Context: an optimization exercise on an open-source flow, tuned for small area. The choices shown serve that exercise and are no tape-out recipe. In this exercise RTL edits were held to simulation tests only and were not proved equivalent to the original. Power and IR drop assume default switching activity.

<file path="flow/flow/run.sh">
#!/bin/bash
# The standard layout (the standard.sh, unchanged ORFS steps) with
# settings that only reduce cell area:
#  - Yosys's synth skips its quick ABC pass (-noabc), so the adders reach
#    extract_fa as written and map to full adders without inverters between
#    them; the final ABC run maps the logic for area alone
#    (flow/abc_area.script: no buffering or upsizing in ABC; OpenROAD
#    repairs slew, load and timing later);
#  - the port buffers are the smallest buffer, buf_1, not clkdlybuf4s50_1;
#  - CTS uses small clock buffers and no dummy loads.
# Each tool's output goes to a log file of its own in this folder.
set -euo pipefail
W=$PWD

rm -rf "$W/scripts_area"
cp -r "$FLOW_HOME/scripts" "$W/scripts_area"
cp "$W/flow/abc_area.script" "$W/scripts_area/abc_area.script"
# ABC keeps a22o_2 over the smaller a22o_1 of the same function; synthesis
# leaves it out (OpenROAD may still use it later)
sed -i '1i set ::env(DONT_USE_CELLS) "$::env(DONT_USE_CELLS) sky130_fd_sc_hd__a22o_2"' "$W/scripts_area/synth_preamble.tcl"
export SCRIPTS_DIR="$W/scripts_area"

export SYNTH_ARGS="-noabc"
export BUFFER_PORTS_ARGS="-buffer_cell sky130_fd_sc_hd__buf_1"
export CTS_ARGS="-sink_clustering_enable -repair_clock_nets -sink_clustering_size 20 -sink_clustering_max_diameter 60 -buf_list {sky130_fd_sc_hd__clkbuf_2 sky130_fd_sc_hd__clkbuf_4 sky130_fd_sc_hd__clkbuf_8} -dont_use_dummy_load"

bash standard.sh synth > "$W/synth.log" 2>&1
bash standard.sh > "$W/layout.log" 2>&1
</file>
<file path="flow/flow/abc_area.script">
strash
dc2
dch -f
map -a
topo
</file>
<file path="flow/standard.sh">
#!/bin/bash
# synth_recipe.tcl (not shown) runs the flow's synth.tcl, then flattens the netlist and writes it again
# the make line also repeats each setting of config.mk as NAME=value (left out here)
make -C /OpenROAD-flow-scripts/flow DESIGN_CONFIG=/design/flow/config.mk WORK_HOME=/design/flow/orfs CLKGATE_MAP_FILE= SYNTH_SCRIPT=/design/flow/synth_recipe.tcl "${@:-finish}"
</file>
<file path="flow/config.mk">
export PLATFORM = sky130hd
export DESIGN_NAME = cnn_pool_top
export DESIGN_NICKNAME = cnn_pool_top
export VERILOG_FILES = /design/flow/design.v
export SDC_FILE = /design/flow/constraint.sdc
export NUM_CORES = 4
export LEC_CHECK = 0
export ABC_AREA = 1
export CAP_MARGIN = 20
export CORE_MARGIN = 2
export CORE_UTILIZATION = 65
export SLEW_MARGIN = 20
</file>
<file path="flow/constraint.sdc">
create_clock -name core_clock -period 10.0 [get_ports {clk}]
set_input_delay 2.0000 -clock core_clock [delete_from_list [all_inputs] [get_ports {clk}]]
set_output_delay 2.0000 -clock core_clock [all_outputs]
set_load 0.01 [all_outputs]
</file>
<file path="flow/design.v">
package cnn_geom_pkg;
    localparam int CI     = 3;
    localparam int PIX_BW = 16;
    localparam int IMG_W  = 8;
    localparam int IMG_H  = 8;
    localparam int POOL_W = IMG_W / 2;
    localparam int COL_BW = 3;
    localparam int ROW_BW = 3;
endpackage
package cnn_ctrl_pkg;
    typedef enum logic {
        POOL_MAX = 1'b0,
        POOL_AVG = 1'b1
    } pool_op_e;
    typedef enum logic [1:0] {
        S_IDLE = 2'd0,
        S_RUN  = 2'd1,
        S_HOLD = 2'd2
    } pool_state_e;
endpackage
import cnn_geom_pkg::*;
module relu_stage (
    input  logic [PIX_BW-1:0] i_pixel,
    output logic [PIX_BW-2:0] o_mag,
    output logic              o_neg
);
    assign o_mag = i_pixel[PIX_BW-2:0];
    assign o_neg = i_pixel[PIX_BW-1];
endmodule
import cnn_geom_pkg::*;
module line_buffer (
    input  logic              clk,
    input  logic              i_shift,
    input  logic              i_odd_col,
    input  logic              i_odd_row,
    input  cnn_ctrl_pkg::pool_op_e i_op,
    input  logic [PIX_BW-2:0] i_mag,
    input  logic              i_neg,
    output logic [PIX_BW-2:0] o_result
);
    logic [PIX_BW:0]   tail;
    logic [PIX_BW-1:0] ring [POOL_W-1];
    logic [PIX_BW-1:0] folded;
    logic [PIX_BW:0]   head;
    logic [PIX_BW:0]   acc_in;
    logic [PIX_BW:0]   acc_out;
    logic              avg;
    assign avg = (i_op == cnn_ctrl_pkg::POOL_AVG);
    assign folded = {tail[PIX_BW-1:1], avg ? tail[0] : tail[PIX_BW]};
    assign head   = {~avg & ring[0][0], ring[0][PIX_BW-1:1], avg & ring[0][0]};
    assign acc_in = (i_odd_col || !i_shift) ? tail
                  : (i_odd_row ? head : '0);
    pool_unit u_pool_unit (
        .i_op   (i_op),
        .i_hold (~i_shift),
        .i_acc  (acc_in),
        .i_mag  (i_mag),
        .i_neg  (i_neg),
        .o_acc  (acc_out)
    );
    always_ff @(posedge clk) begin
        tail <= acc_out;
        if (i_shift && !i_odd_col) begin
            ring[POOL_W-2] <= folded;
            for (int i = 0; i < POOL_W-2; i++) begin
                ring[i] <= ring[i+1];
            end
        end
    end
    assign o_result = tail[PIX_BW:2];
endmodule
import cnn_geom_pkg::*;
import cnn_ctrl_pkg::*;
module pool_unit (
    input  cnn_ctrl_pkg::pool_op_e  i_op,
    input  logic                    i_hold,
    input  logic [PIX_BW:0]         i_acc,
    input  logic [PIX_BW-2:0]       i_mag,
    input  logic                    i_neg,
    output logic [PIX_BW:0]         o_acc
);
    logic [PIX_BW:0]   nacc;
    logic [PIX_BW-2:0] naddend;
    logic [PIX_BW:0]   nsum;
    logic [PIX_BW+1:0] ncarry;
    logic [PIX_BW-1:0] borrow;
    logic              keep;
    assign nacc    = ~i_acc;
    assign naddend = (i_op == POOL_AVG && !i_neg && !i_hold) ? ~i_mag : '1;
    assign ncarry[0] = 1'b1;
    for (genvar i = 0; i <= PIX_BW; i++) begin : g_add
        if (i < PIX_BW-1) begin : g_fa
            assign nsum[i]     = nacc[i] ^ naddend[i] ^ ncarry[i];
            assign ncarry[i+1] = (nacc[i] & naddend[i]) | (nacc[i] & ncarry[i])
                               | (naddend[i] & ncarry[i]);
        end else begin : g_ha
            assign nsum[i]     = ~(nacc[i] ^ ncarry[i]);
            assign ncarry[i+1] = nacc[i] | ncarry[i];
        end
    end
    assign borrow[0] = 1'b0;
    for (genvar i = 0; i < PIX_BW-1; i++) begin : g_cmp
        assign borrow[i+1] = (nacc[i+2] & i_mag[i]) | (nacc[i+2] & borrow[i])
                           | (i_mag[i] & borrow[i]);
    end
    assign keep = i_neg | ~borrow[PIX_BW-1];
    assign o_acc = (i_op == POOL_AVG || keep || i_hold) ? ~nsum : {i_mag, 2'b00};
endmodule
import cnn_geom_pkg::*;
import cnn_ctrl_pkg::*;
module pool_ctrl (
    input  logic                 clk,
    input  logic                 reset_n,
    input  logic                 i_valid,
    output logic                 o_ready,
    input  cnn_ctrl_pkg::pool_op_e i_pool_op,
    output cnn_ctrl_pkg::pool_op_e o_op,
    output logic                 o_shift,
    output logic                 o_odd_col,
    output logic                 o_odd_row,
    output logic                 o_valid,
    output logic                 o_last,
    input  logic                 i_ready
);
    cnn_ctrl_pkg::pool_op_e op_q;
    logic [COL_BW-1:0] col;
    logic [ROW_BW-1:0] row;
    logic              accept;
    logic              frame_start;
    logic              win_done;
    assign o_ready = ~(o_valid & ~i_ready);
    assign accept  = i_valid & o_ready;
    assign frame_start = (row == '0) & (col == '0);
    assign win_done    = accept & row[0] & col[0];
    assign o_last = o_valid & frame_start;
    assign o_op      = cnn_ctrl_pkg::pool_op_e'(frame_start ? i_pool_op : op_q);
    assign o_shift   = accept;
    assign o_odd_col = col[0];
    assign o_odd_row = row[0];
    always_ff @(posedge clk or negedge reset_n) begin
        if (!reset_n) begin
            op_q    <= POOL_MAX;
            col     <= '0;
            row     <= '0;
            o_valid <= 1'b0;
        end else begin
            if (accept && frame_start) op_q <= i_pool_op;
            {row, col} <= {row, col} + (COL_BW+ROW_BW)'(accept);
            if (win_done) begin
                o_valid <= 1'b1;
            end else if (i_ready) begin
                o_valid <= 1'b0;
            end
        end
    end
endmodule
import cnn_geom_pkg::*;
import cnn_ctrl_pkg::*;
module cnn_pool_top (
    input  logic                 clk,
    input  logic                 reset_n,
    input  logic                 i_valid,
    output logic                 o_ready,
    input  logic [CI*PIX_BW-1:0] i_pixel,
    input  cnn_ctrl_pkg::pool_op_e             i_pool_op,
    output logic                 o_valid,
    output logic [CI*PIX_BW-1:0] o_pool,
    output logic                 o_last,
    input  logic                 i_ready
);
    logic                     shift;
    logic                     odd_col;
    logic                     odd_row;
    cnn_ctrl_pkg::pool_op_e   op;
    for (genvar c = 0; c < CI; c++) begin : g_ch
        logic [PIX_BW-2:0] result;
        logic [PIX_BW-2:0] mag;
        logic              neg;
        relu_stage u_relu (
            .i_pixel (i_pixel[c*PIX_BW +: PIX_BW]),
            .o_mag   (mag),
            .o_neg   (neg)
        );
        line_buffer u_line_buffer (
            .clk       (clk),
            .i_shift   (shift),
            .i_odd_col (odd_col),
            .i_odd_row (odd_row),
            .i_op      (op),
            .i_mag     (mag),
            .i_neg     (neg),
            .o_result  (result)
        );
        assign o_pool[c*PIX_BW +: PIX_BW] = {1'b0, result};
    end
    pool_ctrl u_pool_ctrl (
        .clk       (clk),
        .reset_n   (reset_n),
        .i_valid   (i_valid),
        .o_ready   (o_ready),
        .i_pool_op (i_pool_op),
        .o_op      (op),
        .o_shift   (shift),
        .o_odd_col (odd_col),
        .o_odd_row (odd_row),
        .o_valid   (o_valid),
        .o_last    (o_last),
        .i_ready   (i_ready)
    );
endmodule
</file>
==> notes.md, run 1 <==
The launch instance of the worst min-delay path is g_ch[1].u_line_buffer.ring[2][10]. The part of the power in the clock network came out at 14.2%. In the synthesized netlist, the cells that appear most often are 144 x sky130_fd_sc_hd__edfxtp_1, 75 x sky130_fd_sc_hd__nor2_1, 68 x sky130_fd_sc_hd__clkinv_1.

Counting cells, the worst reg-to-reg path comes to 27. Dividing the final minimum period by the clock period gives 94.6%. The number of cells traversed by the worst hold path is 0. The post-cts hold buffer count came out at 0.

The number of clock buffers inserted by TritonCTS came out at 15. Setup repair after global routing left no endpoint under its margin. The category of the critical setup timing path is in2reg.

The standard cell with the maximum stage delay on the critical path is sky130_fd_sc_hd__fa_1. For this run the aggregate overflow at the end of global routing stands at 0. The maximum number of pins on one net before global-route repair is 79. The layout-stage area growth over the synthesis result came out at 6.93%. The smallest hold slack came out at 410 ps. The combinational power share is 33.2%.

The cell repeated most along the worst path is sky130_fd_sc_hd__fa_1. Across every metal layer, demand over resource in global routing totals 22.8%. The max-cap violation count came out at 0. After synthesis the cells add up to 8770 um2. The number of buffers and inverters on the critical path is 3. Between clock sinks in the finished design, the worst skew comes to 54.1 ps. The total routed wirelength is 15.8 mm. The count of unique library cells instantiated by Yosys came out at 27. In this run the power density over the cells is 281 nW/um2. The buffer levels on the longest clock path is 3.

By area the synthesized netlist is led by sky130_fd_sc_hd__edfxtp_1 49%, sky130_fd_sc_hd__dfxtp_1 12%, sky130_fd_sc_hd__fa_1 9.6%, sky130_fd_sc_hd__a22o_1 4.3%, sky130_fd_sc_hd__buf_4 4.1%. The largest total area in the synthesized netlist belongs to sky130_fd_sc_hd__edfxtp_1. The final worst setup slack came out at 539 ps. The later-pin clock latency in the skew report is 510 ps. Setup slack on the worst reg-to-reg path comes out at 1320 ps. The post-cts resize count is 0.

The number of inserted diodes came out at 0. Cells with a size suffix above 1 make up 5.47% of the layout. The number of flops mapped to enable cells by yosys is 144.

The destination of the worst hold path is g_ch[1].u_line_buffer.ring[1][10]. The TritonCTS sink count came out at 203. The post-layout minimum cycle time is 9460 ps. The core region is 13200 um2. The number of antenna violations at the first check in global routing came out at 0. The register share of total power is 52.6%. The endpoint of the lowest-slack register-to-register path is g_ch[1].u_line_buffer.tail[16]. Synthesis produced 667 cells. Input and output buffers added on the ports amount to 100. The vias per cell is 5.65. For this run, design rule violations remaining after detail routing come to 0. The clock-pin slew on the worst setup and hold paths is 110 ps. Sequential cells were found to cover 63.2% of the synthesized design area. The minimum setup slack after placement is -62.2 ps. CTS placed an instance of sky130_fd_sc_hd__clkbuf_8 at the clock tree root. The die outline height came out at 120 um. The type of the most critical hold path is reg2reg. The switching power share of the total is 34.6%. The die width is 120 um.

The largest driver fanout on the critical path came out at 14. TritonCTS built the clock tree. The maximum level of the CTS H-tree is 1. The async set-reset flop share out of synthesis came out at 3.94%. Among all flip-flop cells after synthesis, the most frequent one is sky130_fd_sc_hd__edfxtp_1. A synthesized cell averages 13.2 um2. The endpoint kind of the worst setup timing path is a flop.

The upper clock frequency limit is 0.106 GHz. The number of nets with antenna violations after routing is 0. The number of pins exceeding their max-slew limit in the final report is 0. After synthesis, the largest area contributor takes up 49.3% of total cell area. STA classifies the critical path startpoint as an input port. The number of I/O pins came out at 104.

Cell internal power was estimated by the tool at 1.72 mW. The congestion estimate from routability-driven global placement came to 0.845. The number of placement rows came out at 42. The largest single stage delay on the critical path is 440 ps. The die covers 14400 um2. Across the VDD grid, the largest voltage drop is 0.000174 V. The worst register-to-register path begins at u_pool_ctrl.row[0]. Setup violations remaining at the end of the flow were counted as 0.

The required time of the worst setup path came out at 10360 ps. Headroom to the max-slew limit came out at 35.7%. The initial cell density of the core is 66.5%. The flow ran to the end and the layout has no timing, DRC or antenna violations. The logic depth of the worst path, buffers included is 28. The count of endpoints failing hold in the final timing report is 0. The post-detailed-route wirelength per cell came out at 17.1 um. The wire length of the first global-routing pass is 26.0 mm. The buffers inserted during post-CTS setup optimization is 0. The critical path arrival came out at 9820 ps. The total of warnings raised by yosys came out at 3. The slew at the pin closest to its max-slew limit is 965 ps. The via count came out at 5236. The detailed router's first-iteration violation count is 420. The family of cells with the greatest summed delay on the critical path is adder cells.

The estimated wirelength of the detail-placed design is 10.8 mm. The number of flip-flops and latches in the synthesized netlist came out at 203. The standby leakage power came out at 3.45 nW. The most common cell in the synthesized netlist is sky130_fd_sc_hd__edfxtp_1.

The via count of the first global-routing pass came out at 5283. For this design the total switching power over the nets is 912 uW. For this run, the detailed router's first-pass iteration total came to 4. The number of nets in the layout is 857.
[area by class of cell]
| cell class | count | area (um2) |
|---|---|---|
| tap | 176 | 220 |
| sequential | 203 | 5550 |
| fill | 931 | 3810 |
| clock buffer | 15 | 206 |
| multi-input combinational | 350 | 2660 |
| timing repair buffer | 114 | 484 |
| inverter | 68 | 268 |
[flip-flops by register name, summed over array words and instances, names as in the netlist]
name / flops
u_pool_ctrl.row: 3
g_ch.u_line_buffer.ring: 144
u_pool_ctrl.op_q: 1
u_pool_ctrl.col: 3
g_ch.u_line_buffer.tail: 51
u_pool_ctrl.o_valid: 1
[power groups by stage]
| stage | combinational (mW) | clock (mW) | sequential [mW] |
|---|---|---|---|
| after CTS | 0.879 | 0.389 | 1.39 |
| after global placement | 0.844 | 0 | 1.39 |
| after detailed placement | 0.869 | 0 | 1.40 |
| after global routing | 0.985 | 0.419 | 1.41 |
| final | 0.874 | 0.374 | 1.39 |
| after floorplan | 0.727 | 0 | 1.37 |
[through the flow]
step                TNS, ps  instance area (um2)  power (mW)  instances  util [%]
floorplan                 0                 8810        2.09        669         -
finish                    0                 9380        2.63        926      71.1
CTS                       0                 9370        2.66        925      71.0
global placement          0                 9170        2.24        910      69.5
global route              0                 9380        2.82        926      71.1
detailed placement     -121                 9170        2.27        910      69.5
[cell usage in the layout, fill, tap and decap left out, drive strengths merged, types with 4 or more instances in the layout]
cell type  count
a21oi         22
a221oi         5
a22o          43
a22oi         13
buf          114
clkbuf        15
clkinv        68
dfrtp          8
dfxtp         51
edfxtp       144
fa            42
ha            10
nand2         49
nand3          5
nor2          75
o21ai         41
o221ai         4
o22ai         21
xnor2          4
[worst max path at each step]
stage | from | endpoint | slack [ps]
after detailed placement | i_ready | g_ch[2].u_line_buffer.tail[16] | -60
after global routing | i_ready | g_ch[2].u_line_buffer.tail[16] | 180
after CTS | i_ready | g_ch[1].u_line_buffer.tail[16] | 500
after global placement | i_ready | g_ch[2].u_line_buffer.tail[16] | 80
final | i_ready | g_ch[1].u_line_buffer.tail[16] | 540
after floorplan | i_ready | g_ch[2].u_line_buffer.tail[16] | 20
[per-layer routing]
metal,GRT usage (%),share of wire [%]
met1,32.9,45
met3,3.92,5.9
met2,36.4,47
met5,0,0
met4,6.47,1.7
[cell families after synthesis]
group                      count (synthesis)  synth area share (%)
AOI/OAI and AO/OA                        157                  12.3
xor gates and xnor gates                   7                 0.699
other                                      1                0.0427
DFF                                      203                  63.2
and+or+nand+nor                          131                  5.73
buffers and inverters                    116                  7.02
adders and majority gates                 52                  11.0
==> inputs of run 2 (changes only) <==
--- a/flow/config.mk
+++ b/flow/config.mk
@@ -7,6 +7,6 @@
 export LEC_CHECK = 0
 export ABC_AREA = 1
-export CAP_MARGIN = 20
+export CAP_MARGIN = 0
 export CORE_MARGIN = 2
-export CORE_UTILIZATION = 65
-export SLEW_MARGIN = 20
+export CORE_UTILIZATION = 80
+export SLEW_MARGIN = 0
==> notes.md, run 2 <==
The slew at the pin closest to its max-slew limit came out at 1210 ps. The first global-routing pass estimated 26.3 mm of wire. The register with the most flip-flops in the layout has 144 of them. Ranked by instance count, the synthesized netlist is headed by 144 x sky130_fd_sc_hd__edfxtp_1, 75 x sky130_fd_sc_hd__nor2_1, 68 x sky130_fd_sc_hd__clkinv_1.

The detailed router's first-iteration violation count is 642. The type of the most critical hold path is reg2reg. Combinational logic burns 33.9% of the power. Derived from the worst setup path, the maximum achievable clock frequency is 0.105 GHz. The proportion of netlist area held by the largest area contributor is 49.3%. The post-synthesis instance area came out at 8770 um2.

Hold repair after CTS inserted 0 buffers. Ranked by total cell area, the synthesized netlist is headed by sky130_fd_sc_hd__edfxtp_1 49%, sky130_fd_sc_hd__dfxtp_1 12%, sky130_fd_sc_hd__fa_1 9.6%, sky130_fd_sc_hd__a22o_1 4.3%, sky130_fd_sc_hd__buf_4 4.1%. After clock tree synthesis, the clock-pin slew on the worst setup and hold paths is 100 ps.

The completed layout was analyzed and its total power is 2.66 mW. The routing usage on met2 came out at 48.7%. Entering global routing, the biggest net connects 79 pins. The initial cell density of the core came out at 81.3%. By instance count, the cell type seen most on the critical path is sky130_fd_sc_hd__fa_1.

The via count came out at 5571. The net count of the finished layout is 855. The maximum single-stage delay on the critical path is 450 ps. The library cells used most frequently in the layout, excluding fill and tap cells, are 144 x sky130_fd_sc_hd__edfxtp_1, 100 x sky130_fd_sc_hd__buf_1, 74 x sky130_fd_sc_hd__nor2_1, 67 x sky130_fd_sc_hd__clkinv_1, 51 x sky130_fd_sc_hd__dfxtp_1. The relative max-transition margin came out at 19.2%. The layer flagged by global routing as most heavily used is met2. Synthesis inferred 203 register bits. The worst-case clock skew is 19.5 ps. The worst path in the final design needs a cycle of 9540 ps, including I/O delays and setup. The aggregate negative setup slack came out at 0 ps. The total routed wirelength came out at 17.0 mm. The number of endpoints failing setup at the final stage is 0. The main combinational cell family by area after synthesis is compound AO/OA/AOI/OAI gates. Dividing total power by cell area gives a power density of 286 nW/um2. The register share of total power came out at 52.4%. The share of layout cells above drive strength 1 is 5.21%.

The final global-route overflow total is 0. The count of input and output buffers is 100. Synthesis instantiated 27 different standard cells from the library. The die width came out at 109 um. The max-cap violation count is 0.

The die outline height came out at 109 um. Setup repair after global routing left no endpoint under its margin. The maximum vdd drop is 0.000219 V. The number of I/O pins came out at 104. The maximum level of the CTS H-tree came out at 1.

The largest driver fanout on the critical path came out at 7. Summing the areas of all and, or, nand and nor instances in the mapped netlist gives 5.73% of the synthesized area. The leading cell type by number of instances after synthesis is sky130_fd_sc_hd__edfxtp_1.

The number of clock buffers inserted by TritonCTS is 14. For the worst setup path, the data arrival time is 9880 ps. The estimated wirelength of the detail-placed design came out at 11.5 mm. In the routed design, unresolved DRC markers number 0. The final weighted congestion of routability-driven global placement came out at 0.931. The worst register-to-register path has a setup slack of 1230 ps. The number of nets with antenna violations after routing came out at 0. The critical path in this run is classified as in2reg.

The total die area came out at 11800 um2. The tree is rooted in a sky130_fd_sc_hd__clkbuf_8. The library cell used most frequently in the layout, excluding fill and tap cells, is sky130_fd_sc_hd__edfxtp_1.

The global-route usage over all layers is 29.1%. The area of the placeable core came out at 10800 um2. Once the clock tree was built, the resizer swapped 0 gates to a different size. The count of endpoints failing hold in the final timing report was 0.

The synthesized netlist devotes 12.3% of its cell area to compound gates. The vias per cell came out at 6.27. The TritonCTS clock tree is yes. The total of warnings raised by yosys is 3. Among all flip-flop cells after synthesis, the most frequent one is sky130_fd_sc_hd__edfxtp_1.

The number of flops mapped to enable cells by yosys is 144. The share of total power dissipated in the clock network is 13.6%. The switching power share of the total is 35.7%.

The internal power is 1.71 mW. Of the post-synthesis cell area, the part taken by muxes is 0%. From synthesis to final layout, the design area changed by 6.13%.

The async set-reset flop share out of synthesis came out at 3.94%. The standby leakage power is 3.44 nW. The share of synthesized area occupied by flip-flops and latches came out at 63.2%. The register with the most flip-flops is g_ch.u_line_buffer.ring. The post-synthesis cell type with the largest combined area is sky130_fd_sc_hd__edfxtp_1. In this run the deepest clock path goes through 3 buffers. The xor/xnor share of the synthesized area is 0.699%. The buffers inserted during post-CTS setup optimization came out at 0. The mean post-synth cell area came out at 13.2 um2. At the worst endpoint, the required time is 10340 ps. The endpoint kind of the worst setup timing path is a flop. In the final routed layout, each cell accounts on average for 19.1 um. The number of antenna violations at the first check in global routing came out at 0. The largest registers in the layout are g_ch.u_line_buffer.ring: 144 flops, g_ch.u_line_buffer.tail: 51 flops. The number of detailed-routing iterations run before antenna repair came out at 5. The later pin in the worst-skew pair is clocked with a latency of 490 ps. The TritonCTS sink count came out at 203.

The number of pins exceeding their max-slew limit in the final report came out at 0. The via count of the first global-routing pass came out at 5468. The flow ran to the end and the layout has no timing, DRC or antenna violations. On the critical path, the stage with the largest delay is an instance of sky130_fd_sc_hd__fa_1. 0 antenna diodes ended up in the layout. The fraction of met3 tracks used by global routing came out at 5.14%. The floorplan has 38 rows.

The period utilization is 95.4%. The area share of fa/ha/maj cells after synthesis came out at 11.0%. For this design the total switching power over the nets is 950 uW. The worst setup path is launched from an input port. For met1 alone, demand over resource in global routing was 39.4%. The gate count after technology mapping is 667.
[run 2: cell type report]
cell class | instances | area, um2
Sequential cell | 203 | 5550
Multi-Input combinational cell | 350 | 2660
Fill cell | 512 | 1480
Timing Repair Buffer | 113 | 473
Inverter | 68 | 268
Clock buffer | 14 | 193
Tap cell | 140 | 175
[run 2: worst paths after layout]
path                                                       start                               end  cells after the start
worst max-delay path                                     i_ready    g_ch[2].u_line_buffer.tail[16]                     28
worst min-delay path            g_ch[1].u_line_buffer.ring[1][7]  g_ch[1].u_line_buffer.ring[0][7]                      0
worst max register to register                u_pool_ctrl.row[0]    g_ch[2].u_line_buffer.tail[16]                     27
worst min register to register  g_ch[1].u_line_buffer.ring[1][7]  g_ch[1].u_line_buffer.ring[0][7]                      0
max in group asynchronous                                reset_n                u_pool_ctrl.col[0]                      1
min in group asynchronous                                reset_n                u_pool_ctrl.col[1]                      1
[run 2: metrics by stage]
step	worst slack (ps)	instance area, um2	hold slack (ps)	instances	utilization (%)
floorplan	18.4	8810	400	669	-
global placement	118	9120	400	874	84.5
detailed placement	-73.9	9120	405	874	84.5
CTS	419	9310	424	888	86.3
global route	125	9310	429	888	86.3
finish	457	9310	423	888	86.3
[run 2: layer usage]
metal,wire (um),share of wire [%]
met3,1350,7.9
met1,6780,40
met4,495,2.9
met5,0,0
met2,8350,49
[run 2: power groups by stage]
stage          combinational (mW)  clock (mW)  sequential, mW
2_1_floorplan               0.727           0            1.37
3_3_place_gp                0.831           0            1.39
3_5_place_dp                0.881           0            1.41
4_1_cts                     0.897       0.367            1.39
5_1_grt                     0.991       0.390            1.42
6_report                    0.904       0.363            1.40
[run 2: cells by family (layout without fill, tap and decap cells)]
family,Yosys count,after routing
buffers and inverters,116,195
adders and majority gates,52,52
xor gates and xnor gates,7,7
AOI/OAI and AO/OA,157,157
and+or+nand+nor,131,131
DFF,203,203
other,1,3
[run 2: worst max-delay path: cells and delay by family]
| family | cells | cell delay (ps) |
|---|---|---|
| AO/OA/AOI/OAI | 2 | 190 |
| XOR/XNOR | 1 | 170 |
| adder cells (fa/ha/maj) | 17 | 6650 |
| buffers and inverters | 3 | 230 |
| AND/OR/NAND/NOR | 5 | 630 |
==> inputs of run 3 (changes only) <==
--- a/flow/flow/run.sh
+++ b/flow/flow/run.sh
@@ -23,5 +23,5 @@
 export SYNTH_ARGS="-noabc"
 export BUFFER_PORTS_ARGS="-buffer_cell sky130_fd_sc_hd__buf_1"
-export CTS_ARGS="-sink_clustering_enable -repair_clock_nets -sink_clustering_size 20 -sink_clustering_max_diameter 60 -buf_list {sky130_fd_sc_hd__clkbuf_2 sky130_fd_sc_hd__clkbuf_4 sky130_fd_sc_hd__clkbuf_8} -dont_use_dummy_load"
+export CTS_ARGS="-sink_clustering_enable -repair_clock_nets -sink_clustering_size 24 -sink_clustering_max_diameter 50 -buf_list {sky130_fd_sc_hd__clkbuf_4 sky130_fd_sc_hd__clkbuf_8} -dont_use_dummy_load"
 
 bash standard.sh synth > "$W/synth.log" 2>&1
--- a/flow/config.mk
+++ b/flow/config.mk
@@ -7,6 +7,6 @@
 export LEC_CHECK = 0
 export ABC_AREA = 1
-export CAP_MARGIN = 0
+export CAP_MARGIN = 20
 export CORE_MARGIN = 2
-export CORE_UTILIZATION = 80
-export SLEW_MARGIN = 0
+export CORE_UTILIZATION = 65
+export SLEW_MARGIN = 20
==> notes.md, run 3 <==
The startpoint type of the worst setup path is an input port. The wire length of the first global-routing pass is 25.9 mm. The layout-stage area growth over the synthesis result came out at 7.40%.

More flip-flops sit in one register than any other, and that register is g_ch.u_line_buffer.ring. The destination of the worst hold path is g_ch[1].u_line_buffer.ring[2][1]. The share of synthesized area occupied by flip-flops and latches came out at 63.2%.

The buffer levels on the longest clock path came out at 3. The relative max-transition margin came out at 35.3%. The net count of the finished layout is 860. The critical path is of the in2reg type. The total met3 wirelength after detailed routing came out at 1.07 mm.

Counting cells, the worst reg-to-reg path comes to 27. The number of flops mapped to enable cells by yosys is 144. The post-cts hold buffer count came out at 0. The period utilization is 94.9%.

The biggest area contributor in the post-synthesis netlist is sky130_fd_sc_hd__edfxtp_1. The number of placement rows is 42. At the pin with the least slew margin, the transition time is 971 ps. The final worst setup slack came out at 512 ps. Adding up every negative setup slack in the final design gives 0 ps. Along the worst path, the maximum fanout reaches 14. The maximum number of pins on one net before global-route repair came out at 79. The required time of the worst setup path came out at 10330 ps. In this run, placement finished with an instance count of 910. The post-cts resize count came out at 0. The tree is rooted in a sky130_fd_sc_hd__clkbuf_8. The max-cap violation count came out at 0.

Buffers inserted during clock tree synthesis total 18. The maximum level of the CTS H-tree came out at 1. The worst-case clock skew is 75.9 ps. The number of cells traversed by the worst hold path is 0.

Once the clock tree was built, the setup fixing pass inserted 0 buffers. The gate count after technology mapping came out at 667. At the end of the flow the core is filled with cells to 71.4%.

The clock-pin slew on the worst setup and hold paths came out at 90 ps. The proportion of netlist area held by the largest area contributor came out at 49.3%. For this run, design rule violations remaining after detail routing come to 0.

After synthesis, the mean cell area works out to 13.2 um2. The number of flip-flops and latches in the synthesized netlist came out at 203. Clock tree synthesis found a total of 203 sinks.

The most common cell after layout, fill and taps aside is sky130_fd_sc_hd__edfxtp_1. The worst setup path is captured at a flop. In this run the most critical hold path is launched from g_ch[1].u_line_buffer.tail[1]. The later-pin clock latency in the skew report came out at 500 ps. The total die area is 14400 um2. The die outline height came out at 120 um. The standby leakage power is 3.48 nW.

The die is 120 um wide. The estimated wirelength of the detail-placed design came out at 10.8 mm. The count of unique library cells instantiated by Yosys came out at 27.

For this run, the number of Yosys warnings is 3. The endpoint of the lowest-slack register-to-register path is g_ch[1].u_line_buffer.tail[16]. The top cell types in the final layout, fill and taps aside, are 144 x sky130_fd_sc_hd__edfxtp_1, 100 x sky130_fd_sc_hd__buf_1, 74 x sky130_fd_sc_hd__nor2_1, 67 x sky130_fd_sc_hd__clkinv_1, 51 x sky130_fd_sc_hd__dfxtp_1. By instance count, the leading cell after synthesis is sky130_fd_sc_hd__edfxtp_1. The startpoint identified for the worst register-to-register timing path is u_pool_ctrl.row[0].

The vias per cell is 5.68. The met2 routed wirelength is 7.48 mm. The number of endpoints failing setup at the final stage came out at 0. The upper clock frequency limit is 0.105 GHz.

Dividing total power by cell area gives a power density of 282 nW/um2. Global routing used 22.6% of the available tracks across all layers. Setup slack on the worst reg-to-reg path comes out at 1330 ps. Signal routing reaches up to met4.

Ranked by total cell area, the synthesized netlist is headed by sky130_fd_sc_hd__edfxtp_1 49%, sky130_fd_sc_hd__dfxtp_1 12%, sky130_fd_sc_hd__fa_1 9.6%, sky130_fd_sc_hd__a22o_1 4.3%, sky130_fd_sc_hd__buf_4 4.1%. The share of layout cells above drive strength 1 is 5.84%. Setup repair after global routing left no endpoint under its margin. The detailed router's first-iteration violation count is 502.

The worst path needs 9490 ps of the cycle, external delays included. The post-detailed-route wirelength per cell is 16.8 um. Pin placement for this block handled 104 I/O pins. The critical path arrival is 9820 ps. The count of endpoints failing hold in the final timing report came to 0. The initial cell density of the core is 66.5%.

The final weighted congestion of routability-driven global placement is 0.845. The final total power is 2.66 mW. The post-layout instance count excluding filler cells came out at 929. The via count came out at 5273. The largest registers in the layout are g_ch.u_line_buffer.ring: 144 flops, g_ch.u_line_buffer.tail: 51 flops. The routed length on met1 came out at 6.86 mm. Among all flip-flop cells after synthesis, the most frequent one is sky130_fd_sc_hd__edfxtp_1. 0 antenna diodes ended up in the layout. The minimum setup slack after placement is -62.2 ps.

The standard cell with the maximum stage delay on the critical path is sky130_fd_sc_hd__fa_1. The cell repeated most along the worst path is sky130_fd_sc_hd__fa_1. The number of nets with antenna violations after routing came out at 0. Summed over all layers, the routed wires come to 15.7 mm. The flip-flop count of the largest register after layout came out at 144. The maximum single-stage delay on the critical path is 440 ps.

Counting instances in the post-synthesis netlist gives the leading cell types as 144 x sky130_fd_sc_hd__edfxtp_1, 75 x sky130_fd_sc_hd__nor2_1, 68 x sky130_fd_sc_hd__clkinv_1. The post-synthesis instance area came out at 8770 um2. The maximum vdd drop is 0.000200 V. The area of the placeable core is 13200 um2. The flow ran to the end and the layout has no timing, DRC or antenna violations. The number of antenna violations at the first check in global routing came out at 0.

The count of input and output buffers came out at 100. The via count of the first global-routing pass is 5282. The number of detailed-routing iterations run before antenna repair came out at 6. The final global-route overflow total is 0. The async set-reset flop share out of synthesis came out at 3.94%. The number of pins exceeding their max-slew limit in the final report is 0. The path class of the tightest hold or removal check is reg2reg.

TritonCTS built the clock tree.
[run 3: per-layer routing]
layer  global-route usage [%]  vias to the layer above
li1                         -                     2496
met1                     32.2                     2586
met2                     36.4                      168
met3                     4.20                       23
met4                     6.54                        0
met5                        0                        -
[run 3: logic make-up (layout without fill, tap and decap cells)]
logic type | count (synthesis) | after routing | share of synthesized area (%)
AO/OA/AOI/OAI | 157 | 157 | 12.3
XOR/XNOR | 7 | 7 | 0.699
adder cells (fa/ha/maj) | 52 | 52 | 11.0
buffers and inverters | 116 | 200 | 7.02
flip-flops | 203 | 203 | 63.2
other | 1 | 3 | 0.0427
AND/OR/NAND/NOR | 131 | 131 | 5.73
[run 3: worst max-delay path, delay by kind of cell]
kind	cells	cell delay [ps]
xor+xnor	1	160
buf+inv	3	250
simple gates	5	620
fa+ha+maj	17	6590
compound gates	2	210
[run 3: area by class of cell]
class                      count  area (um2)
sequential                   203        5550
inverter                      68         268
fill                         934        3770
multi-input combinational    350        2660
tap                          176         220
timing repair buffer         114         484
clock buffer                  18         248
[run 3: worst max-delay path by stage]
stage          startpoint                             end  slack, ps  depth (start not counted)
2_1_floorplan     i_ready  g_ch[2].u_line_buffer.tail[16]         20                         27
3_3_place_gp      i_ready  g_ch[2].u_line_buffer.tail[16]         80                         28
3_5_place_dp      i_ready  g_ch[2].u_line_buffer.tail[16]        -60                         28
4_1_cts           i_ready  g_ch[1].u_line_buffer.tail[16]        470                         28
5_1_grt           i_ready  g_ch[1].u_line_buffer.tail[16]        150                         28
6_report          i_ready  g_ch[1].u_line_buffer.tail[16]        510                         28
[run 3: power by group]
part           internal [mW]  switching [mW]  leakage [nW]
combinational          0.335           0.538          1.46
clock                  0.161           0.237         0.129
sequential              1.25           0.135          1.89
total                   1.75           0.909          3.48
[run 3: stage by stage]
stage | hold WS, ps | cell area (um2)
after global routing | 385 | 9420
final | 386 | 9420
after floorplan | 400 | 8810
after global placement | 400 | 9170
after detailed placement | 405 | 9170
after CTS | 386 | 9410
==> inputs of run 4 (changes only) <==
--- a/flow/flow/run.sh
+++ b/flow/flow/run.sh
@@ -23,5 +23,5 @@
 export SYNTH_ARGS="-noabc"
 export BUFFER_PORTS_ARGS="-buffer_cell sky130_fd_sc_hd__buf_1"
-export CTS_ARGS="-sink_clustering_enable -repair_clock_nets -sink_clustering_size 24 -sink_clustering_max_diameter 50 -buf_list {sky130_fd_sc_hd__clkbuf_4 sky130_fd_sc_hd__clkbuf_8} -dont_use_dummy_load"
+export CTS_ARGS="-sink_clustering_enable -repair_clock_nets -sink_clustering_size 35 -sink_clustering_max_diameter 60 -buf_list {sky130_fd_sc_hd__clkbuf_16} -dont_use_dummy_load"
 
 bash standard.sh synth > "$W/synth.log" 2>&1
--- a/flow/config.mk
+++ b/flow/config.mk
@@ -9,4 +9,4 @@
 export CAP_MARGIN = 20
 export CORE_MARGIN = 2
-export CORE_UTILIZATION = 65
+export CORE_UTILIZATION = 80
 export SLEW_MARGIN = 20
==> notes.md, run 4 <==
The gate count after technology mapping is 667. The post-detailed-route wirelength per cell is 20.4 um. The slew at the pin closest to its max-slew limit is 984 ps. The count of endpoints failing hold in the final timing report was 0. The post-cts resize count came out at 0. The repair_antennas step left the layout with diodes totalling 0. The number of detailed-routing iterations run before antenna repair is 6. The first global-routing pass estimated 27.9 mm of wire. 104 I/O pins were placed. The number of different library cells used by synthesis comes to 27. The area taken by multi-input logic gates is 2660 um2. The run finished with no timing, DRC or antenna violations.

The final weighted congestion of routability-driven global placement is 0.931. The maximum number of pins on one net before global-route repair came out at 79. The number of nets in the layout is 855. The worst-case clock skew came out at 32.3 ps. The clock passes through at most 3 buffers.

The detailed router's first-iteration violation count came out at 646. The via count of the first global-routing pass came out at 5627. The buffers inserted during post-CTS setup optimization came out at 0.

Detailed routing placed a total of 9.11 mm of wire on met2. The number of placement rows came out at 38. The total of fill cells in the finished design is 475.

By area the synthesized netlist is led by sky130_fd_sc_hd__edfxtp_1 49%, sky130_fd_sc_hd__dfxtp_1 12%, sky130_fd_sc_hd__fa_1 9.6%, sky130_fd_sc_hd__a22o_1 4.3%, sky130_fd_sc_hd__buf_4 4.1%. The share of layout cells above drive strength 1 is 5.21%. Final hold analysis gives a worst-case slack of 404 ps. The top metal layer carrying routed signals is met4. After routing the design area is 9460 um2. The endpoint kind of the worst setup timing path is a flop. Measured against its own limit, the worst slew margin works out to 34.2%. The number of flops mapped to enable cells by yosys is 144. The worst setup path is launched from an input port. The switching power came out at 986 uW.

Leaving out fill and tap cells, the most frequent cells in the layout are 144 x sky130_fd_sc_hd__edfxtp_1, 100 x sky130_fd_sc_hd__buf_1, 74 x sky130_fd_sc_hd__nor2_1, 67 x sky130_fd_sc_hd__clkinv_1, 51 x sky130_fd_sc_hd__dfxtp_1. The most frequently used flop master after synthesis is sky130_fd_sc_hd__edfxtp_1. The count of unresolved DRC violations after routing came out at 0.

The die outline height came out at 109 um. The maximum level of the CTS H-tree came out at 1. The most common cell after layout, fill and taps aside is sky130_fd_sc_hd__edfxtp_1. Setup repair after global routing left no endpoint under its margin.

The number of clock buffers inserted by TritonCTS is 13. The placement-stage cell area came out at 9120 um2. The total met3 wirelength after detailed routing is 1.37 mm.

The HPWL after detailed placement is 11.5 mm. The max-cap violation count is 0. In this run, post-CTS hold repair placed 0 buffers. Once the floorplan was initialized, standard cells occupied 81.3% of the core. Sequential cells account for 49.8% of the total power. The leading cell type by number of instances after synthesis is sky130_fd_sc_hd__edfxtp_1. The number of pins exceeding their max-slew limit in the final report is 0. The count of nets left with antenna violations once routing finished came out at 0. The number of flip-flops and latches in the synthesized netlist is 203. The number of antenna violations at the first check in global routing came out at 0. The number of endpoints failing setup at the final stage is 0.

The required time of the worst setup path is 10310 ps. The standby leakage power is 3.51 nW. The share of synthesized area occupied by flip-flops and latches came out at 63.2%.

The critical path is of the in2reg type. Each instance of the synthesized netlist takes up on average 13.2 um2. TritonCTS built the clock tree.

Clock tree synthesis selected as its root buffer the cell sky130_fd_sc_hd__clkbuf_16. After synthesis, the most frequently instantiated cells are 144 x sky130_fd_sc_hd__edfxtp_1, 75 x sky130_fd_sc_hd__nor2_1, 68 x sky130_fd_sc_hd__clkinv_1. The switching power share of the total came out at 35.1%.

The part of the power in the clock network came out at 17.2%. The total area of sequential cells is 5550 um2. The clock-pin slew on the worst setup and hold paths came out at 110 ps.

The type of the most critical hold path is reg2reg. The total of warnings raised by yosys is 3. The worst path needs 9660 ps of the cycle, external delays included. The internal power is 1.82 mW.

Port buffering added 100 buffers. The routed length on met1 is 7.07 mm. The post-synthesis instance area came out at 8770 um2. The largest registers in the layout are g_ch.u_line_buffer.ring: 144 flops, g_ch.u_line_buffer.tail: 51 flops. Of the total power, combinational logic draws 33.0%. The via count came out at 5622. The die covers 11800 um2. The global-route usage over all layers is 31.1%. For the worst-skew pair, the clock arrives at the later sink with an insertion delay of 480 ps. IR analysis of the VDD net gives a maximum drop of 0.000199 V. For this run the aggregate overflow at the end of global routing stands at 0. The power density relative to cell area came out at 297 nW/um2. The layout-stage area growth over the synthesis result came out at 7.81%. The proportion of netlist area held by the largest area contributor came out at 49.3%. Dividing the detail-routed via count by the number of cells gives 6.33. The largest driver fanout on the critical path came out at 7. The biggest area contributor in the post-synthesis netlist is sky130_fd_sc_hd__edfxtp_1. The period utilization is 96.6%. The flip-flop count of the largest register after layout is 144. The total routed wirelength is 18.1 mm. The TritonCTS sink count is 203. The upper clock frequency limit is 0.104 GHz. The die width came out at 109 um. The critical path arrival came out at 9970 ps. The register with the most flip-flops is g_ch.u_line_buffer.ring. The async set-reset flop share out of synthesis is 3.94%.

The area of the placeable core is 10800 um2.
==> run 4: cell families after synthesis <==
kind of cell,Yosys count,share of synthesized area [%]
DFF,203,63.2
adders and majority gates,52,11.0
other,1,0.0427
xor gates and xnor gates,7,0.699
AOI/OAI and AO/OA,157,12.3
and+or+nand+nor,131,5.73
buffers and inverters,116,7.02
==> run 4: path summary, 6_finish.rpt <==
check | start | end | slack [ps] | depth (start not counted)
max | i_ready | g_ch[2].u_line_buffer.tail[16] | 340 | 28
min | g_ch[0].u_line_buffer.ring[1][14] | g_ch[0].u_line_buffer.ring[0][14] | 400 | 0
max reg2reg | u_pool_ctrl.row[0] | g_ch[2].u_line_buffer.tail[16] | 1030 | 27
min reg2reg | g_ch[0].u_line_buffer.ring[1][14] | g_ch[0].u_line_buffer.ring[0][14] | 400 | 0
max in group asynchronous | reset_n | u_pool_ctrl.col[0] | 8230 | 1
min in group asynchronous | reset_n | u_pool_ctrl.col[1] | 1460 | 1
==> run 4: layer usage <==
metal  GRT usage [%]  vias to the layer above
li1                -                     2489
met1            41.4                     2761
met2            52.4                      317
met3            5.50                       55
met4            11.1                        0
met5               0                        -
==> run 4: layout make-up <==
type | count | share of cell area [%]
Timing Repair Buffer | 114 | 5.16
Multi-Input combinational cell | 350 | 28.1
Inverter | 68 | 2.83
Tap cell | 140 | 1.85
Clock buffer | 13 | 3.44
Sequential cell | 203 | 58.6
==> run 4: metrics by stage <==
step,setup TNS [ps],setup WS (ps),util (%),cells,power [mW]
6_report,0,341,87.7,888,2.81
5_1_grt,0,15.1,87.7,888,2.94
4_1_cts,0,329,87.5,887,2.79
3_5_place_dp,-106,-73.9,84.5,874,2.29
3_3_place_gp,0,118,84.5,874,2.22
2_1_floorplan,0,18.4,-,669,2.09
==> run 4: worst max-delay path, stage by stage <==
cell                       delay, ps
sky130_fd_sc_hd__buf_1            70
sky130_fd_sc_hd__or2_2           330
sky130_fd_sc_hd__nand2_2          90
sky130_fd_sc_hd__clkinv_1        110
sky130_fd_sc_hd__ha_2            240
sky130_fd_sc_hd__clkinv_8         70
sky130_fd_sc_hd__nor2_4           50
sky130_fd_sc_hd__nand2_1          80
sky130_fd_sc_hd__o21ai_0         110
sky130_fd_sc_hd__ha_1            210
sky130_fd_sc_hd__fa_1            420
sky130_fd_sc_hd__fa_1            430
sky130_fd_sc_hd__fa_1            440
sky130_fd_sc_hd__fa_1            460
sky130_fd_sc_hd__fa_1            440
sky130_fd_sc_hd__fa_1            420
sky130_fd_sc_hd__fa_1            430
sky130_fd_sc_hd__fa_1            420
sky130_fd_sc_hd__fa_1            440
sky130_fd_sc_hd__fa_1            430
sky130_fd_sc_hd__fa_1            430
sky130_fd_sc_hd__fa_1            420
sky130_fd_sc_hd__fa_1            420
sky130_fd_sc_hd__fa_1            410
sky130_fd_sc_hd__ha_1            220
sky130_fd_sc_hd__xor2_1          170
sky130_fd_sc_hd__nand2_1          80
sky130_fd_sc_hd__o21ai_0         100
==> run 4: power by group through the flow <==
stage | combinational (mW) | sequential (mW) | clock, mW
2_1_floorplan | 0.727 | 1.37 | 0
3_3_place_gp | 0.831 | 1.39 | 0
3_5_place_dp | 0.881 | 1.41 | 0
4_1_cts | 0.912 | 1.40 | 0.485
5_1_grt | 1.01 | 1.42 | 0.509
6_report | 0.928 | 1.40 | 0.482
==> inputs of run 5 (changes only) <==
--- a/flow/flow/run.sh
+++ b/flow/flow/run.sh
@@ -23,5 +23,5 @@
 export SYNTH_ARGS="-noabc"
 export BUFFER_PORTS_ARGS="-buffer_cell sky130_fd_sc_hd__buf_1"
-export CTS_ARGS="-sink_clustering_enable -repair_clock_nets -sink_clustering_size 35 -sink_clustering_max_diameter 60 -buf_list {sky130_fd_sc_hd__clkbuf_16} -dont_use_dummy_load"
+export CTS_ARGS="-sink_clustering_enable -repair_clock_nets -sink_clustering_size 25 -sink_clustering_max_diameter 45 -buf_list {sky130_fd_sc_hd__clkbuf_8} -dont_use_dummy_load"
 
 bash standard.sh synth > "$W/synth.log" 2>&1
--- a/flow/config.mk
+++ b/flow/config.mk
@@ -7,6 +7,6 @@
 export LEC_CHECK = 0
 export ABC_AREA = 1
-export CAP_MARGIN = 20
+export CAP_MARGIN = 0
 export CORE_MARGIN = 2
 export CORE_UTILIZATION = 80
-export SLEW_MARGIN = 20
+export SLEW_MARGIN = 0
==> notes.md, run 5 <==
The flow ran to the end and the layout has no timing, DRC or antenna violations. The post-cts hold buffer count came out at 0. The number of buffers and inverters on the critical path is 4.

The number of endpoints failing setup at the final stage came out at 0. The number of placed instances, taps included, is 874. Dividing the synthesized area by the synthesized cell count gives 13.2 um2.

The maximum number of pins on one net before global-route repair is 79. The register-to-register setup slack came out at 1230 ps. The flip-flop count of the largest register after layout came out at 144. The total routed wirelength is 16.7 mm. The synthesized design spends more area on one cell type than any other, namely sky130_fd_sc_hd__edfxtp_1. The vias per cell came out at 6.24. The largest single stage delay on the critical path is 440 ps. Clock tree synthesis inserted a total of 17 buffers. The share of synthesized area in the top cell type comes to 49.3%. The post-layout minimum cycle time is 9570 ps. The gate count after technology mapping is 667. The count of unresolved DRC violations after routing came out at 0. The worst-case clock skew is 45.7 ps. The number of inserted diodes came out at 0. The buffers inserted during post-CTS setup optimization came out at 0. The detailed router placed 5561 vias in this run. The top cell types in the final layout, fill and taps aside, are 144 x sky130_fd_sc_hd__edfxtp_1, 100 x sky130_fd_sc_hd__buf_1, 74 x sky130_fd_sc_hd__nor2_1, 67 x sky130_fd_sc_hd__clkinv_1, 51 x sky130_fd_sc_hd__dfxtp_1. Setup repair after global routing left no endpoint under its margin.

The estimated wirelength of the detail-placed design is 11.5 mm. The initial cell density of the core came out at 81.3%. The post-layout instance count excluding filler cells came out at 891. The number of nets in the layout came out at 858.

The min-delay analysis places its worst path in the category reg2reg. The global-route usage over all layers is 28.8%. The largest registers in the layout are g_ch.u_line_buffer.ring: 144 flops, g_ch.u_line_buffer.tail: 51 flops. The tree is rooted in a sky130_fd_sc_hd__clkbuf_8. The most numerous cell type found on the critical path is sky130_fd_sc_hd__fa_1.

The final weighted congestion of routability-driven global placement is 0.931. The number of pins exceeding their max-slew limit in the final report is 0. The total area of sequential cells is 5550 um2. Relative to the synthesized area, the layout overhead comes to 6.60%. The die covers 11800 um2.

The maximum level of the CTS H-tree is 1. The launching element of the worst setup path is i_ready. Port buffering added 100 buffers. The total met3 wirelength after detailed routing came out at 1.39 mm. The final global-route overflow total is 0. For this run, asynchronously set or reset flops after synthesis account for 3.94%. The logic depth of the worst path, buffers included is 27. The clock passes through at most 3 buffers. TritonCTS built the clock tree. The standby leakage power is 3.46 nW. The upper clock frequency limit is 0.105 GHz. The number of nets with antenna violations after routing came out at 0.

After synthesis the netlist holds a flip-flop and latch count of 203. The later-pin clock latency in the skew report is 500 ps. The maximum vdd drop came out at 0.000205 V. The number of detailed-routing iterations run before antenna repair came out at 5. The post-detailed-route wirelength per cell came out at 18.8 um.

The family of cells with the greatest summed delay on the critical path is adder cells. sky130_fd_sc_hd__edfxtp_1 is the most common cell in the netlist. The count of unique library cells instantiated by Yosys came out at 27. The die outline height is 109 um.

The launch instance of the worst register-to-register path is u_pool_ctrl.row[0]. For the pin with the worst max-slew slack, the measured transition is 1170 ps. The clock-pin slew on the worst setup and hold paths is 100 ps.

The critical path arrival is 9870 ps. The library cell used most frequently in the layout, excluding fill and tap cells, is sky130_fd_sc_hd__edfxtp_1. The period utilization is 95.7%.

The met2 routed wirelength came out at 8.28 mm. The number of placement rows came out at 38. The die width is 109 um. The most frequently used flop master after synthesis is sky130_fd_sc_hd__edfxtp_1.

The total area inside the core boundary comes to 10800 um2. Of the synthesized area, sequential elements account for 63.2%. The number of antenna violations at the first check in global routing is 0. The number of cells traversed by the worst hold path is 0. The setup path with the least slack is of type in2reg. Along the worst path, the maximum fanout reaches 8. The wire length of the first global-routing pass came out at 26.0 mm. The post-synthesis instance area is 8770 um2. The commonest cells after synthesis are 144 x sky130_fd_sc_hd__edfxtp_1, 75 x sky130_fd_sc_hd__nor2_1, 68 x sky130_fd_sc_hd__clkinv_1. The worst setup path is launched from an input port. The slowest stage of the critical path belongs to the cell sky130_fd_sc_hd__fa_1. For this run, the number of Yosys warnings is 3. The final total power is 2.68 mW.

The count of cells along the worst register-to-register path came out at 27. After synthesis, the cell types taking the most area are sky130_fd_sc_hd__edfxtp_1 49%, sky130_fd_sc_hd__dfxtp_1 12%, sky130_fd_sc_hd__fa_1 9.6%, sky130_fd_sc_hd__a22o_1 4.3%, sky130_fd_sc_hd__buf_4 4.1%. The routed length on met1 came out at 6.59 mm. The endpoint of the lowest-slack register-to-register path is g_ch[2].u_line_buffer.tail[16]. The area taken by multi-input logic gates came out at 2660 um2. The detailed router's first-iteration violation count is 597.

The max-cap violation count came out at 0. Headroom to the max-slew limit came out at 21.5%. The count of endpoints failing hold in the final timing report came to 0. The required time of the worst setup path is 10310 ps. The total of fill cells in the finished design came out at 498.

More flip-flops sit in one register than any other, and that register is g_ch.u_line_buffer.ring. STA classifies the critical path endpoint as a flop. The highest metal layer carrying signal wires in the routed design is met4. The number of flops mapped to enable cells by yosys came out at 144. 104 I/O pins were placed. Dividing total power by cell area gives a power density of 287 nW/um2. The via count of the first global-routing pass is 5422. The post-cts resize count came out at 0. The post-route netlist has 5.59% of its cells at a drive strength greater than 1. The endpoint of the most critical setup path is g_ch[2].u_line_buffer.tail[16]. The TritonCTS sink count is 203.
## run 5: power by group
part           internal [mW]  total [mW]  switching [mW]  leakage (nW)
sequential              1.25        1.40           0.146          1.89
clock                  0.153       0.392           0.239         0.122
combinational          0.333       0.893           0.560          1.46
## run 5: stage by stage
step           util [%]  setup slack [ps]  cell area [um2]  hold slack [ps]  TNS [ps]
2_1_floorplan         -              18.4             8810              400         0
3_3_place_gp       84.5               118             9120              400         0
3_5_place_dp       84.5             -73.9             9120              405      -106
4_1_cts            86.7               399             9350              404         0
5_1_grt            86.7               101             9350              402         0
6_report           86.7               432             9350              405         0
## run 5: cell type report
class	instances	share of cell area, %
Multi-Input combinational cell	350	28.4
Sequential cell	203	59.3
Clock buffer	17	2.50
Inverter	68	2.86
Tap cell	140	1.87
Timing Repair Buffer	113	5.06
## run 5: logic make-up (layout without fill, tap and decap cells)
family | Yosys count | in the layout | share of synthesized area, %
AO/OA/AOI/OAI | 157 | 157 | 12.3
XOR/XNOR | 7 | 7 | 0.699
AND/OR/NAND/NOR | 131 | 131 | 5.73
flip-flops | 203 | 203 | 63.2
adder cells (fa/ha/maj) | 52 | 52 | 11.0
other | 1 | 3 | 0.0427
buffers and inverters | 116 | 198 | 7.02
## run 5: metal layers
layer	vias to the layer above	global-route usage [%]
met5	-	0
met4	0	8.61
met3	51	4.84
met2	328	49.4
met1	2689	38.6
li1	2493	-
## run 5: worst min-delay path by stage
stage                                      start                                end  slack (ps)
2_1_floorplan   g_ch[0].u_line_buffer.ring[1][0]   g_ch[0].u_line_buffer.ring[0][0]         400
3_3_place_gp    g_ch[1].u_line_buffer.ring[2][6]   g_ch[1].u_line_buffer.ring[1][6]         400
3_5_place_dp   g_ch[0].u_line_buffer.ring[1][15]  g_ch[0].u_line_buffer.ring[0][15]         400
4_1_cts         g_ch[1].u_line_buffer.ring[2][6]   g_ch[1].u_line_buffer.ring[1][6]         400
5_1_grt         g_ch[1].u_line_buffer.ring[1][7]   g_ch[1].u_line_buffer.ring[0][7]         400
6_report        g_ch[1].u_line_buffer.ring[2][6]   g_ch[1].u_line_buffer.ring[1][6]         410
==> inputs of run 6 (changes only) <==
--- a/flow/flow/run.sh
+++ b/flow/flow/run.sh
@@ -23,5 +23,5 @@
 export SYNTH_ARGS="-noabc"
 export BUFFER_PORTS_ARGS="-buffer_cell sky130_fd_sc_hd__buf_1"
-export CTS_ARGS="-sink_clustering_enable -repair_clock_nets -sink_clustering_size 25 -sink_clustering_max_diameter 45 -buf_list {sky130_fd_sc_hd__clkbuf_8} -dont_use_dummy_load"
+export CTS_ARGS="-sink_clustering_enable -repair_clock_nets -sink_clustering_size 30 -sink_clustering_max_diameter 40 -buf_list {sky130_fd_sc_hd__clkbuf_8} -dont_use_dummy_load"
 
 bash standard.sh synth > "$W/synth.log" 2>&1
==> notes.md, run 6 <==
The number of nets in the layout came out at 864. The floorplan step defined a die boundary enclosing 11800 um2. The final total power is 2.77 mW. The combinational power share is 32.7%. The count of input and output buffers is 100. The most frequently used flop master after synthesis is sky130_fd_sc_hd__edfxtp_1. At the later pin of the worst-skew pair, clock insertion delay measures 530 ps. In the layout the commonest cells are 144 x sky130_fd_sc_hd__edfxtp_1, 100 x sky130_fd_sc_hd__buf_1, 74 x sky130_fd_sc_hd__nor2_1, 67 x sky130_fd_sc_hd__clkinv_1, 51 x sky130_fd_sc_hd__dfxtp_1. The upper clock frequency limit came out at 0.104 GHz. For this design the ratio of total power to cell area is 294 nW/um2.

The maximum single-stage delay on the critical path is 440 ps. The switching power share of the total is 35.3%. The worst setup path is of the in2reg kind. The vias per cell is 6.24. The die width came out at 109 um. The cell repeated most along the worst path is sky130_fd_sc_hd__fa_1.

Entering global routing, the biggest net connects 79 pins. The switching power is 977 uW. The post-synthesis cell type with the largest combined area is sky130_fd_sc_hd__edfxtp_1. The initial cell density of the core is 81.3%.

The startpoint type of the worst setup path is an input port. The part of the power in the clock network is 16.8%. The first global-routing pass estimated 27.5 mm of wire. The standby leakage power is 3.51 nW. The count of endpoints failing hold in the final timing report is 0.

The count of unresolved DRC violations after routing is 0. The register-to-register setup slack is 1220 ps. The via count came out at 5597. The critical path arrival came out at 9950 ps.

For the pin with the worst max-slew slack, the measured transition is 1250 ps. The mean post-synth cell area came out at 13.2 um2. The worst-case clock skew is 50.6 ps. The number of buffers and inverters on the critical path is 3. The post-synthesis instance area is 8770 um2. The register with the most flip-flops is g_ch.u_line_buffer.ring. In this run the count of I/O pins placed on the die edge is 104.

The standard cell with the maximum stage delay on the critical path is sky130_fd_sc_hd__fa_1. The total routed wirelength came out at 17.5 mm. After synthesis, the cell types taking the most area are sky130_fd_sc_hd__edfxtp_1 49%, sky130_fd_sc_hd__dfxtp_1 12%, sky130_fd_sc_hd__fa_1 9.6%, sky130_fd_sc_hd__a22o_1 4.3%, sky130_fd_sc_hd__buf_4 4.1%. The post-layout minimum cycle time came out at 9610 ps. The maximum vdd drop is 0.000246 V.

The async set-reset flop share out of synthesis is 3.94%. The final worst setup slack came out at 386 ps. Counting instances in the post-synthesis netlist gives the leading cell types as 144 x sky130_fd_sc_hd__edfxtp_1, 75 x sky130_fd_sc_hd__nor2_1, 68 x sky130_fd_sc_hd__clkinv_1. After synthesis, flip-flops and latches occupy 63.2% of the total area.

The root buffer selected by CTS is sky130_fd_sc_hd__clkbuf_8. The die outline height came out at 109 um. The number of pins exceeding their max-slew limit in the final report is 0. In this design, the largest share of critical-path delay is due to adder cells. The post-detailed-route wirelength per cell is 19.5 um.

The number of placement rows is 38. The max-cap violation count came out at 0. In the finished design, the share of the clock period the worst path needs comes to 96.1%.

The finished layout holds 897 standard cells, fillers aside. The run finished with no timing, DRC or antenna violations. The number of placed instances, taps included, is 874. The register share of total power is 50.6%. The worst hold path belongs to the class reg2reg. The gate count after technology mapping is 667. Of the cells placed in the final design, the portion with a size suffix greater than 1 is 6.34%. The netlist uses 27 different library cells. The area of the placeable core is 10800 um2. The relative max-transition margin is 16.7%. Before antenna repair, the detailed router went through 5 iterations. The number of flip-flops and latches in the synthesized netlist came out at 203. The number of antenna violations at the first check in global routing is 0. The maximum level of the CTS H-tree came out at 1. The register with the most flip-flops in the layout has 144 of them. The clock net in this run drives a total of 203 sinks. Once placement finished, the instance area stood at 9120 um2. TritonCTS built the clock tree.

The largest driver fanout on the critical path came out at 7. The number of flops mapped to enable cells by yosys came out at 144. The global-route usage over all layers is 30.4%. The final global-route overflow total came out at 0. After the first detailed-routing iteration, the DRC count stood at 557. The number of endpoints failing setup at the final stage came out at 0.

Prior to clock tree synthesis, the placed netlist has a worst setup slack of -73.9 ps. The clock-pin slew on the worst setup and hold paths came out at 110 ps. The total of warnings raised by yosys is 3. The smallest hold slack is 370 ps. The post-cts resize count is 0. Internal power comes to 1.79 mW. The estimated wirelength of the detail-placed design is 11.5 mm. After clock tree synthesis, the flow added hold-fix buffers numbering 0.

The proportion of netlist area held by the largest area contributor is 49.3%. The buffer levels on the longest clock path is 3. The design area is 9440 um2. The largest registers in the layout are g_ch.u_line_buffer.ring: 144 flops, g_ch.u_line_buffer.tail: 51 flops. The number of inserted diodes came out at 0. The leading cell type by number of instances after synthesis is sky130_fd_sc_hd__edfxtp_1.

Routability-driven placement finished with a final weighted congestion of 0.931. The via count of the first global-routing pass is 5681. The number of nets with antenna violations after routing is 0. Post-CTS timing repair inserted 0 buffers for setup. The required time of the worst setup path came out at 10330 ps. The layout-stage area growth over the synthesis result is 7.54%.

The endpoint kind of the worst setup timing path is a flop. The number of clock buffers inserted by TritonCTS is 23. The library cell used most frequently in the layout, excluding fill and tap cells, is sky130_fd_sc_hd__edfxtp_1. Setup repair after global routing left no endpoint under its margin.
run 6: cell types whose count changed in the layout (fill, tap and decap cells not counted), sizes merged:
cell    previous run  this run
clkbuf            17        23
run 6: routing by layer:
layer  share of wire [%]  track usage, %  up-vias
li1                    -               -     2509
met1                  39            39.6     2728
met2                  50            51.5      303
met3                 7.6            5.68       57
met4                 3.3            11.8        0
met5                   0               0        -
run 6: cells by family (layout without fill, tap and decap cells):
group | after synthesis | count (layout) | share of synthesized area, %
buffers and inverters | 116 | 204 | 7.02
DFF | 203 | 203 | 63.2
AOI/OAI and AO/OA | 157 | 157 | 12.3
xor gates and xnor gates | 7 | 7 | 0.699
adders and majority gates | 52 | 52 | 11.0
and+or+nand+nor | 131 | 131 | 5.73
other | 1 | 3 | 0.0427
run 6: worst paths after layout:
path                            depth (start not counted)                        startpoint                               end
worst min-delay path                                    0  g_ch[1].u_line_buffer.ring[1][7]  g_ch[1].u_line_buffer.ring[0][7]
worst min register to register                          0  g_ch[1].u_line_buffer.ring[1][7]  g_ch[1].u_line_buffer.ring[0][7]
worst max register to register                         27                u_pool_ctrl.col[0]    g_ch[2].u_line_buffer.tail[16]
min in group asynchronous                               1                           reset_n                u_pool_ctrl.col[2]
max in group asynchronous                               1                           reset_n                  u_pool_ctrl.op_q
worst max-delay path                                   28                           i_ready    g_ch[2].u_line_buffer.tail[16]
run 6: final cells by class:
type	count	area (um2)
clock buffers	23	317
fillers	490	1360
inverters	68	268
multi-input cells	350	2660
flip-flops and latches	203	5550
well taps	140	175
repair buffers	113	473
run 6: per-stage QoR:
step                      util (%)  TNS (ps)
after floorplan                  -         0
after global placement        84.5         0
after detailed placement      84.5      -106
after CTS                     87.4         0
after global routing          87.4         0
final                         87.4         0
run 6: power by group through the flow:
stage | Sequential (mW) | Combinational (mW) | Clock [mW]
global route | 1.42 | 0.998 | 0.492
global placement | 1.39 | 0.831 | 0
finish | 1.40 | 0.906 | 0.464
floorplan | 1.37 | 0.727 | 0
detailed placement | 1.41 | 0.881 | 0
CTS | 1.40 | 0.902 | 0.465

==> separate check: timing with driven ports <==
In the flow no input, the clock included, has a driving cell. The finished layouts below were timed again as built, in two steps. Step 1 (the two cells are an assumption about what drives the block):
set clk [get_ports {clk}]
set_driving_cell -lib_cell sky130_fd_sc_hd__clkbuf_16 $clk
set_driving_cell -lib_cell sky130_fd_sc_hd__buf_2 [delete_from_list [all_inputs] $clk]
Step 2 times the ports against the registers' clock, not the clock port: input delays grow and output delays shrink by t, the midpoint of the rising clock arrivals with the driver on. a / b / c = ideal ports / drivers / drivers and shift; a / b = the first two.
run	t, ns	setup slack, ns	worst setup path after step 2	clock arrival spread, ns
run 1	0.522	0.539 / 0.551 / 0.029	input to register	0.055 / 0.055
run 2	0.519	0.457 / 0.469 / -0.050	input to register	0.021 / 0.020
run 3	0.503	0.512 / 0.529 / 0.026	input to register	0.076 / 0.076
run 4	0.498	0.341 / 0.357 / -0.141	input to register	0.034 / 0.034
run 5	0.513	0.432 / 0.446 / -0.067	input to register	0.046 / 0.046
run 6	0.542	0.386 / 0.399 / -0.143	input to register	0.052 / 0.052
With both steps, setup timing fails in run 2, run 4, run 5 and run 6, where it was met with ideal ports. The setup slack of run 6, which loses most, moves by +0.013 ns with the drivers and by -0.529 ns with both steps.
